Context: an optimization exercise on an open-source flow, tuned for small area and few clock cycles per item. The choices shown serve that exercise and are no tape-out recipe.
Function was checked by simulation only, so behaviour that the tests miss may differ from the original.
Power figures rest on the tool's default switching activity, not on a simulated workload.

===== design/flow/run.sh =====
#!/bin/bash
# synth_recipe.tcl (not shown) runs the flow's synth.tcl, then flattens the netlist and writes it again
# the make line also repeats each setting of config.mk as NAME=value (left out here)
make -C /OpenROAD-flow-scripts/flow DESIGN_CONFIG=/design/flow/config.mk WORK_HOME=/design/flow/orfs CLKGATE_MAP_FILE= SYNTH_SCRIPT=/design/flow/synth_recipe.tcl finish

===== design/flow/config.mk =====
export PLATFORM = sky130hd
export DESIGN_NAME = core_top
export DESIGN_NICKNAME = core_top
export VERILOG_FILES = /design/flow/design.v
export SDC_FILE = /design/flow/constraint.sdc
export NUM_CORES = 4
export LEC_CHECK = 0
export CAP_MARGIN = 40
export CORE_MARGIN = 2
export CORE_UTILIZATION = 40
export PLACE_DENSITY = 0.6
export SLEW_MARGIN = 40

===== design/flow/constraint.sdc =====
create_clock -name core_clock -period 8.0 [get_ports {clk}]
set_input_delay 1.6000 -clock core_clock [delete_from_list [all_inputs] [get_ports {clk}]]
set_output_delay 1.6000 -clock core_clock [all_outputs]
set_load 0.01 [all_outputs]

===== design/flow/design.v =====
`default_nettype none
package core_pkg;
    typedef logic [32-1:0] word_t;
    typedef logic [5-1:0] areg_t;
    typedef enum logic [2:0] {
        ALU_ADD  = 3'd0,
        ALU_SUB  = 3'd1,
        ALU_SLT  = 3'd2,
        ALU_SLTU = 3'd3,
        ALU_AND  = 3'd4,
        ALU_OR   = 3'd5,
        ALU_XOR  = 3'd6
    } alu_op_e;
endpackage
`default_nettype wire
`timescale 1ns/100ps
`default_nettype none
module inst_queue #(
    parameter int DEPTH = 4
) (
    input  wire                  clk,
    input  wire                  rst_n_i,
    input  wire                  break_point_i,
    input  wire                  in_valid_i,
    input  wire core_pkg::word_t in_inst_i,
    input  wire core_pkg::word_t in_pc_i,
    output logic                 in_ready_o,
    output logic                 out_valid_o,
    output core_pkg::word_t      out_inst_o,
    output core_pkg::word_t      out_pc_o
);
    localparam int PTR_W = (DEPTH > 1) ? $clog2(DEPTH) : 1;
    localparam int CNT_W = $clog2(DEPTH + 1);
    core_pkg::word_t            inst_mem [DEPTH];
    core_pkg::word_t            pc_mem   [DEPTH];
    logic [PTR_W-1:0] wr_ptr;
    logic [PTR_W-1:0] rd_ptr;
    logic [CNT_W-1:0] count;
    logic             push;
    logic             pop;
    function automatic logic [PTR_W-1:0] next_ptr(input logic [PTR_W-1:0] ptr);
        logic [PTR_W-1:0] nxt;
        if (ptr == PTR_W'(DEPTH - 1)) begin
            nxt = '0;
        end else begin
            nxt = ptr + PTR_W'(1);
        end
        next_ptr = nxt;
    endfunction
    assign in_ready_o  = (count != CNT_W'(DEPTH));
    assign out_valid_o = (count != '0) && !break_point_i;  
    assign push        = in_valid_i && in_ready_o;
    assign pop         = out_valid_o;                      
    always_ff @(posedge clk or negedge rst_n_i) begin
        if (!rst_n_i) begin
            wr_ptr <= '0;
            rd_ptr <= '0;
            count  <= '0;
        end else begin
            if (push) begin
                wr_ptr <= next_ptr(wr_ptr);
            end
            if (pop) begin
                rd_ptr <= next_ptr(rd_ptr);
            end
            case ({push, pop})
                2'b10:   count <= count + CNT_W'(1);
                2'b01:   count <= count - CNT_W'(1);
                default: count <= count;
            endcase
        end
    end
    always_ff @(posedge clk) begin
        if (push) begin
            inst_mem[wr_ptr] <= in_inst_i;
            pc_mem[wr_ptr]   <= in_pc_i;
        end
    end
    assign out_inst_o = inst_mem[rd_ptr];
    assign out_pc_o   = pc_mem[rd_ptr];
endmodule
`default_nettype wire
`timescale 1ns/100ps
`default_nettype none
module decode_stage (
    input  wire                  clk,
    input  wire                  rst_n_i,
    input  wire                  inst_valid_i,
    input  wire core_pkg::word_t inst_i,
    input  wire core_pkg::word_t pc_i,
    output logic                 d_valid_o,
    output core_pkg::word_t      d_pc_o,
    output core_pkg::alu_op_e    d_op_o,
    output core_pkg::areg_t      d_rj_o,
    output core_pkg::areg_t      d_rk_o,
    output logic                 d_use_imm_o,
    output core_pkg::word_t      d_imm_o,
    output logic                 d_wen_o,
    output core_pkg::areg_t      d_rd_o
);
    localparam logic [16:0] OP_ADD_W = 17'h00020;
    localparam logic [16:0] OP_SUB_W = 17'h00022;
    localparam logic [16:0] OP_SLT   = 17'h00024;
    localparam logic [16:0] OP_SLTU  = 17'h00025;
    localparam logic [16:0] OP_AND   = 17'h00029;
    localparam logic [16:0] OP_OR    = 17'h0002a;
    localparam logic [16:0] OP_XOR   = 17'h0002b;
    localparam logic [9:0]  OP_ADDI_W = 10'h00a;
    core_pkg::alu_op_e op;
    logic    use_imm;
    logic    known;
    core_pkg::word_t   imm;
    core_pkg::areg_t   rd;
    always_comb begin
        op      = core_pkg::ALU_ADD;
        use_imm = 1'b0;
        known   = 1'b1;
        if (inst_i[31:22] == OP_ADDI_W) begin
            use_imm = 1'b1;  
        end else begin
            case (inst_i[31:15])
                OP_ADD_W: op = core_pkg::ALU_ADD;
                OP_SUB_W: op = core_pkg::ALU_SUB;
                OP_SLT:   op = core_pkg::ALU_SLT;
                OP_SLTU:  op = core_pkg::ALU_SLTU;
                OP_AND:   op = core_pkg::ALU_AND;
                OP_OR:    op = core_pkg::ALU_OR;
                OP_XOR:   op = core_pkg::ALU_XOR;
                default:  known = 1'b0;
            endcase
        end
    end
    assign imm = {{(32 - 12){inst_i[21]}}, inst_i[21:10]};  
    assign rd  = inst_i[4:0];
    always_ff @(posedge clk or negedge rst_n_i) begin
        if (!rst_n_i) begin
            d_valid_o <= 1'b0;
            d_wen_o   <= 1'b0;
        end else begin
            d_valid_o <= inst_valid_i;
            d_wen_o   <= inst_valid_i && known && (rd != '0);
        end
    end
    always_ff @(posedge clk) begin
        d_pc_o      <= pc_i;
        d_op_o      <= op;
        d_rj_o      <= inst_i[9:5];
        d_rk_o      <= inst_i[14:10];
        d_use_imm_o <= use_imm;
        d_imm_o     <= imm;
        d_rd_o      <= rd;
    end
endmodule
`default_nettype wire
`timescale 1ns/100ps
`default_nettype none
module execute_stage (
    input  wire                    clk,
    input  wire                    rst_n_i,
    input  wire                    d_valid_i,
    input  wire core_pkg::word_t   d_pc_i,
    input  wire core_pkg::alu_op_e d_op_i,
    input  wire core_pkg::areg_t   d_rj_i,
    input  wire core_pkg::areg_t   d_rk_i,
    input  wire                    d_use_imm_i,
    input  wire core_pkg::word_t   d_imm_i,
    input  wire                    d_wen_i,
    input  wire core_pkg::areg_t   d_rd_i,
    output core_pkg::areg_t        rj_o,
    output core_pkg::areg_t        rk_o,
    input  wire core_pkg::word_t   rdata_j_i,
    input  wire core_pkg::word_t   rdata_k_i,
    output logic                   e_valid_o,
    output core_pkg::word_t        e_pc_o,
    output logic                   e_wen_o,
    output core_pkg::areg_t        e_rd_o,
    output core_pkg::word_t        e_result_o
);
    core_pkg::word_t src_a;
    core_pkg::word_t src_b;
    core_pkg::word_t alu_res;
    assign rj_o  = d_rj_i;
    assign rk_o  = d_rk_i;
    assign src_a = rdata_j_i;
    assign src_b = d_use_imm_i ? d_imm_i : rdata_k_i;
    always_comb begin
        case (d_op_i)
            core_pkg::ALU_ADD:  alu_res = src_a + src_b;  
            core_pkg::ALU_SUB:  alu_res = src_a - src_b;
            core_pkg::ALU_SLT:  alu_res = {{(32 - 1){1'b0}}, $signed(src_a) < $signed(src_b)};
            core_pkg::ALU_SLTU: alu_res = {{(32 - 1){1'b0}}, src_a < src_b};
            core_pkg::ALU_AND:  alu_res = src_a & src_b;
            core_pkg::ALU_OR:   alu_res = src_a | src_b;
            core_pkg::ALU_XOR:  alu_res = src_a ^ src_b;
            default:  alu_res = '0;
        endcase
    end
    always_ff @(posedge clk or negedge rst_n_i) begin
        if (!rst_n_i) begin
            e_valid_o <= 1'b0;
            e_wen_o   <= 1'b0;
        end else begin
            e_valid_o <= d_valid_i;
            e_wen_o   <= d_valid_i && d_wen_i;
        end
    end
    always_ff @(posedge clk) begin
        e_pc_o     <= d_pc_i;
        e_rd_o     <= d_rd_i;
        e_result_o <= alu_res;
    end
endmodule
`default_nettype wire
`timescale 1ns/100ps
`default_nettype none
module commit_stage (
    input  wire                  clk,
    input  wire                  rst_n_i,
    input  wire                  e_valid_i,
    input  wire core_pkg::word_t e_pc_i,
    input  wire                  e_wen_i,
    input  wire core_pkg::areg_t e_rd_i,
    input  wire core_pkg::word_t e_result_i,
    input  wire core_pkg::areg_t rj_i,
    input  wire core_pkg::areg_t rk_i,
    output core_pkg::word_t      rdata_j_o,
    output core_pkg::word_t      rdata_k_o,
    output logic                 ws_valid_o,
    output core_pkg::word_t      debug0_wb_pc_o,
    output logic                 debug0_wb_rf_wen_o,
    output core_pkg::areg_t      debug0_wb_rf_wnum_o,
    output core_pkg::word_t      debug0_wb_rf_wdata_o
);
    core_pkg::word_t rf [32];
    logic  wr_en;
    assign wr_en = e_wen_i;  
    always_ff @(posedge clk or negedge rst_n_i) begin
        if (!rst_n_i) begin
            for (int i = 0; i < 32; i++) begin
                rf[i] <= '0;
            end
        end else if (wr_en) begin
            rf[e_rd_i] <= e_result_i;
        end
    end
    function automatic core_pkg::word_t read_port(input core_pkg::areg_t idx);
        core_pkg::word_t val;
        if (idx == '0) begin
            val = '0;
        end else if (wr_en && (idx == e_rd_i)) begin
            val = e_result_i;
        end else begin
            val = rf[idx];
        end
        read_port = val;
    endfunction
    always_comb begin
        rdata_j_o = read_port(rj_i);
        rdata_k_o = read_port(rk_i);
    end
    assign ws_valid_o           = e_valid_i;
    assign debug0_wb_pc_o       = e_pc_i;
    assign debug0_wb_rf_wen_o   = wr_en;
    assign debug0_wb_rf_wnum_o  = e_rd_i;
    assign debug0_wb_rf_wdata_o = e_result_i;
endmodule
`default_nettype wire
`timescale 1ns/100ps
`default_nettype none
module core_top (
    input  wire                  clk,
    input  wire                  rst_n_i,
    input  wire                  break_point_i,
    input  wire                  inst_valid_i,
    input  wire core_pkg::word_t inst_i,
    input  wire core_pkg::word_t pc_i,
    output logic                 inst_ready_o,
    output logic                 ws_valid_o,
    output core_pkg::word_t      debug0_wb_pc_o,
    output logic                 debug0_wb_rf_wen_o,
    output core_pkg::areg_t      debug0_wb_rf_wnum_o,
    output core_pkg::word_t      debug0_wb_rf_wdata_o
);
    logic              q_valid;
    core_pkg::word_t   q_inst;
    core_pkg::word_t   q_pc;
    logic              d_valid;
    core_pkg::word_t   d_pc;
    core_pkg::alu_op_e d_op;
    core_pkg::areg_t   d_rj;
    core_pkg::areg_t   d_rk;
    logic              d_use_imm;
    core_pkg::word_t   d_imm;
    logic              d_wen;
    core_pkg::areg_t   d_rd;
    logic              e_valid;
    core_pkg::word_t   e_pc;
    logic              e_wen;
    core_pkg::areg_t   e_rd;
    core_pkg::word_t   e_result;
    core_pkg::areg_t   rj;
    core_pkg::areg_t   rk;
    core_pkg::word_t   rdata_j;
    core_pkg::word_t   rdata_k;
    inst_queue #(
        .DEPTH(4)
    ) i_inst_queue (
        .clk          (clk),
        .rst_n_i      (rst_n_i),
        .break_point_i(break_point_i),
        .in_valid_i   (inst_valid_i),
        .in_inst_i    (inst_i),
        .in_pc_i      (pc_i),
        .in_ready_o   (inst_ready_o),
        .out_valid_o  (q_valid),
        .out_inst_o   (q_inst),
        .out_pc_o     (q_pc)
    );
    decode_stage i_decode_stage (
        .clk         (clk),
        .rst_n_i     (rst_n_i),
        .inst_valid_i(q_valid),
        .inst_i      (q_inst),
        .pc_i        (q_pc),
        .d_valid_o   (d_valid),
        .d_pc_o      (d_pc),
        .d_op_o      (d_op),
        .d_rj_o      (d_rj),
        .d_rk_o      (d_rk),
        .d_use_imm_o (d_use_imm),
        .d_imm_o     (d_imm),
        .d_wen_o     (d_wen),
        .d_rd_o      (d_rd)
    );
    execute_stage i_execute_stage (
        .clk        (clk),
        .rst_n_i    (rst_n_i),
        .d_valid_i  (d_valid),
        .d_pc_i     (d_pc),
        .d_op_i     (d_op),
        .d_rj_i     (d_rj),
        .d_rk_i     (d_rk),
        .d_use_imm_i(d_use_imm),
        .d_imm_i    (d_imm),
        .d_wen_i    (d_wen),
        .d_rd_i     (d_rd),
        .rj_o       (rj),
        .rk_o       (rk),
        .rdata_j_i  (rdata_j),
        .rdata_k_i  (rdata_k),
        .e_valid_o  (e_valid),
        .e_pc_o     (e_pc),
        .e_wen_o    (e_wen),
        .e_rd_o     (e_rd),
        .e_result_o (e_result)
    );
    commit_stage i_commit_stage (
        .clk                 (clk),
        .rst_n_i             (rst_n_i),
        .e_valid_i           (e_valid),
        .e_pc_i              (e_pc),
        .e_wen_i             (e_wen),
        .e_rd_i              (e_rd),
        .e_result_i          (e_result),
        .rj_i                (rj),
        .rk_i                (rk),
        .rdata_j_o           (rdata_j),
        .rdata_k_o           (rdata_k),
        .ws_valid_o          (ws_valid_o),
        .debug0_wb_pc_o      (debug0_wb_pc_o),
        .debug0_wb_rf_wen_o  (debug0_wb_rf_wen_o),
        .debug0_wb_rf_wnum_o (debug0_wb_rf_wnum_o),
        .debug0_wb_rf_wdata_o(debug0_wb_rf_wdata_o)
    );
endmodule
`default_nettype wire

==> notes.md <==
==> flip-flops by register name, summed over array words and instances, names as in the netlist, 4 cells and up <==
| signal | cells |
|---|---|
| i_decode_stage.d_pc_o | 32 |
| i_decode_stage.d_rd_o | 5 |
| i_decode_stage.d_imm_o | 8 |
| i_execute_stage.e_rd_o | 5 |
| i_decode_stage.d_rk_o | 4 |
| i_inst_queue.inst_mem | 128 |
| i_execute_stage.e_pc_o | 32 |
| i_execute_stage.e_result_o | 32 |
| i_commit_stage.rf | 992 |
| i_inst_queue.pc_mem | 128 |
| i_decode_stage.d_rj_o | 5 |
==> routing by layer <==
layer,wire length [µm],up-vias
met5,222,-
met4,22000,28
met3,43200,1481
met2,125000,4347
met1,112000,27679
li1,-,21238
==> cells by family (layout without fill, tap and decap cells) <==
logic type               after synthesis  after routing  synth area share, %
AO/OA/AOI/OAI                       1469           1469                 16.0
XOR/XNOR                              35             35                0.459
adder cells (fa/ha/maj)              108            108                 2.06
buffers and inverters                560            750                 3.28
flip-flops                          1386           1386                 52.9
multiplexers                        1086           1086                 19.2
other                                  0              4                    0
AND/OR/NAND/NOR                      814            814                 6.10
==> critical path, stage by stage (launching register included) <==
cell	delay, ps
dfxtp_1	780
nand2b_1	680
nor2_4	260
buf_8	250
buf_4	250
a22o_1	290
a221oi_1	230
nand4_1	170
nor3_1	680
buf_4	300
nand2_1	80
o21ai_0	180
a21oi_1	120
ha_1	480
nor3_1	410
o311ai_1	170
o311ai_1	130
a21oi_1	170
or4_1	450
o21ai_2	160
o21ai_1	100
mux2_1	320
a311o_1	310
==> cell usage after synthesis (all sizes together), types with 32 or more instances <==
cell	number
a22o	118
a21oi	191
clkbuf	352
nand3	89
nand2	190
dfrtp	1003
a22oi	605
ha	105
edfxtp	256
o21ai	159
nand4	132
o22ai	32
inv	54
dfxtp	127
mux4	57
a222oi	60
mux2	996
a221oi	119
a21o	50
nor2	170
buf	153
nor3	74
mux2i	33
==> power by group through the flow <==
stage                     clock [W]  combinational [W]  sequential (W)
after CTS                   0.00736            0.00642         0.00828
after global routing        0.00766            0.00693         0.00834
after detailed placement          0            0.00639         0.00840
final                       0.00730            0.00678         0.00829
after global placement            0            0.00627         0.00839
after floorplan                   0            0.00334         0.00822
==> final timing paths <==
check	from	to
setup / recovery	i_decode_stage.d_rj_o[4]	i_execute_stage.e_result_o[29]
min in group asynchronous	rst_n_i	i_commit_stage.rf[2][28]
max in group asynchronous	rst_n_i	i_commit_stage.rf[22][25]
hold / removal	i_decode_stage.d_pc_o[19]	i_execute_stage.e_pc_o[19]
hold reg to reg	i_decode_stage.d_pc_o[19]	i_execute_stage.e_pc_o[19]
setup reg to reg	i_decode_stage.d_rj_o[4]	i_execute_stage.e_result_o[29]
==> area by class of cell <==
type	count	area, µm²
fillers	14666	87600
flip-flops and latches	1386	35300
multi-input cells	3512	30100
clock buffers	222	4420
repair buffers	418	4160
well taps	2189	2740
clock inverters	55	821
inverters	55	206
diodes	4	10.0
==> metrics by stage <==
stage / instances / area (µm²) / utilization, % / total power, W / hold slack (ps)
2_1_floorplan: 5458 / 66800 / - / 0.0116 / 310
3_3_place_gp: 7528 / 71600 / 43.3 / 0.0147 / 311
3_5_place_dp: 7553 / 72400 / 43.8 / 0.0148 / 312
4_1_cts: 7830 / 77600 / 46.9 / 0.0221 / 314
5_1_grt: 7839 / 77800 / 47.0 / 0.0229 / 320
6_report: 7841 / 77800 / 47.0 / 0.0224 / 321
==> flow_summary.toml <==
[critical_path]
critPathLaunchType = "flip-flop"
critPathKind = "reg -> reg"
critPathRequiredTime_ps = 8700
r2r_slack_ps = 850
cp.arrival_ps = 7850
cp-end-kind = "flip-flop"
reg2reg_depth = 22
worstPathMaxFanout = 12

[power]
clkPwrFrac_pct = 32.6
p_sw_w = 0.00839
p_leak_nw = 33.9
swShare_pct = 37.5
power_density_nw_per_um2 = 288
vdd_drop_max_mv = 0.285
power_frac_comb_pct = 30.3
internal_power_w = 0.0140
seq_power_share_pct = 37.0

[route]
ant_nets = 0
drc = 0
wirelength_um = 303000
dr.pass1.iters = 11
drtIter0Drc = 10018
vias_per_cell = 6.99
wl_per_cell_um = 38.7
dr_total_vias = 54773

[yosys]
synth_top_flop_cell = "dfrtp_1"
yosysUniqueCellTypes = 85
syn_area_um2 = 66800
synth_top_area_share_pct = 37.6
yosys_warnings = 5
syn_inst = 5458
synth_edf_count = 256
synth.top_cells.by_area = "dfrtp_1, mux2_2, edfxtp_1"
ys_seq_area_share_pct = 52.9
yosys.area.top_type = "dfrtp_1"
async_reset_ff_share_pct = 72.4
synth_seq_cells = 1386
avgSynthCellArea_um2 = 12.2
syn_nets = 5634

[cts]
clock_latency_ps = 860
postCtsHoldBufs = 0
htree_levels = 4
cts_setup_buffers = 0
cts_resized = 0
cts_made_buffers = 152
clock-sinks = 1386
clockBufferDepth = 3
clkTransAtPathRegs_ps = 60
cts_tree = "done"
cts-root-buf = "clkbuf_16"

[placement]
dp_hpwl_um = 188000
place_worst_setup_slack_ps = 1340
numPortBuffers = 139
finalWeightedCongestion = 1.01

[min_path]
min_path_type = "reg -> reg"
hold_depth = 0

[timing]
fin_skew_ps = 69.0
setup_ws_ps = 847
rsz0062_at_grt = "no"
period_share_pct = 89.4
finalCriticalPeriod_ps = 7150
clock.fmax_mhz = 140
slew_violations = 0
slew_headroom_pct = 35.0
tightestPinTransition_ps = 973
setup_violations = 0
hold_viol_final = 0
finalSetupTns_ps = 0

[global_route]
grt_pass1_wl_um = 422000
grtUsageTotal_pct = 35.1
grtUsageMet1_pct = 43.9
grt_pass1_vias = 53208
busiest_layer = "met2"
grt_use_met2_pct = 50.5
grt_antenna_before_repair = 29
grtUsageMet3_pct = 15.6
grt_max_degree = 146
gr-total-overflow = 0

[floorplan]
io_pins = 140
die_h_um = 413
initial_utilization_pct = 40.4
dieWidth_um = 413
floorplan.rows = 149
die_area_um2 = 170000
core_area_um2 = 165000

[flow_run]
max_cap_viol_count = 0

[cells_and_area]
final_cell_mix = "dfrtp_1, mux2_2, a22oi_1"
drive_gt1_share_pct = 30.7
final_common_cell = "dfrtp_1"
final_nets = 5701
areaGrowthSynthToFinish_pct = 16.5

[outcome]
status = "complete, no violations"
Testbench counts, summed over its fixed seeds: cycles 16,024, items 16,000.

## separate check: timing with driven ports
The flow's constraints put no driver on any port. The routed layout listed below was extracted and timed again, unchanged, in two steps. Step 1, drivers: a clkbuf_16 drives clk and a buf_2 each remaining input, both assumed. Step 2 adds t to the input delays and takes it off the output delays; t is the mean of the earliest and latest rising clock arrival at the registers after step 1. Input paths then give back, and output paths get back, about the clock's delay inside the block. a / b / c = ideal / step 1 / step 2; a / b = the first two.
shift t [ns]: 0.908
setup slack, ns: 0.847 / 0.847 / 0.847
hold WS [ns]: 0.321 / 0.321 / 0.321
After both steps this run still meets setup and hold. For this run, drivers alone change the setup slack by 0.000 ns; drivers and shift together by 0.000 ns.
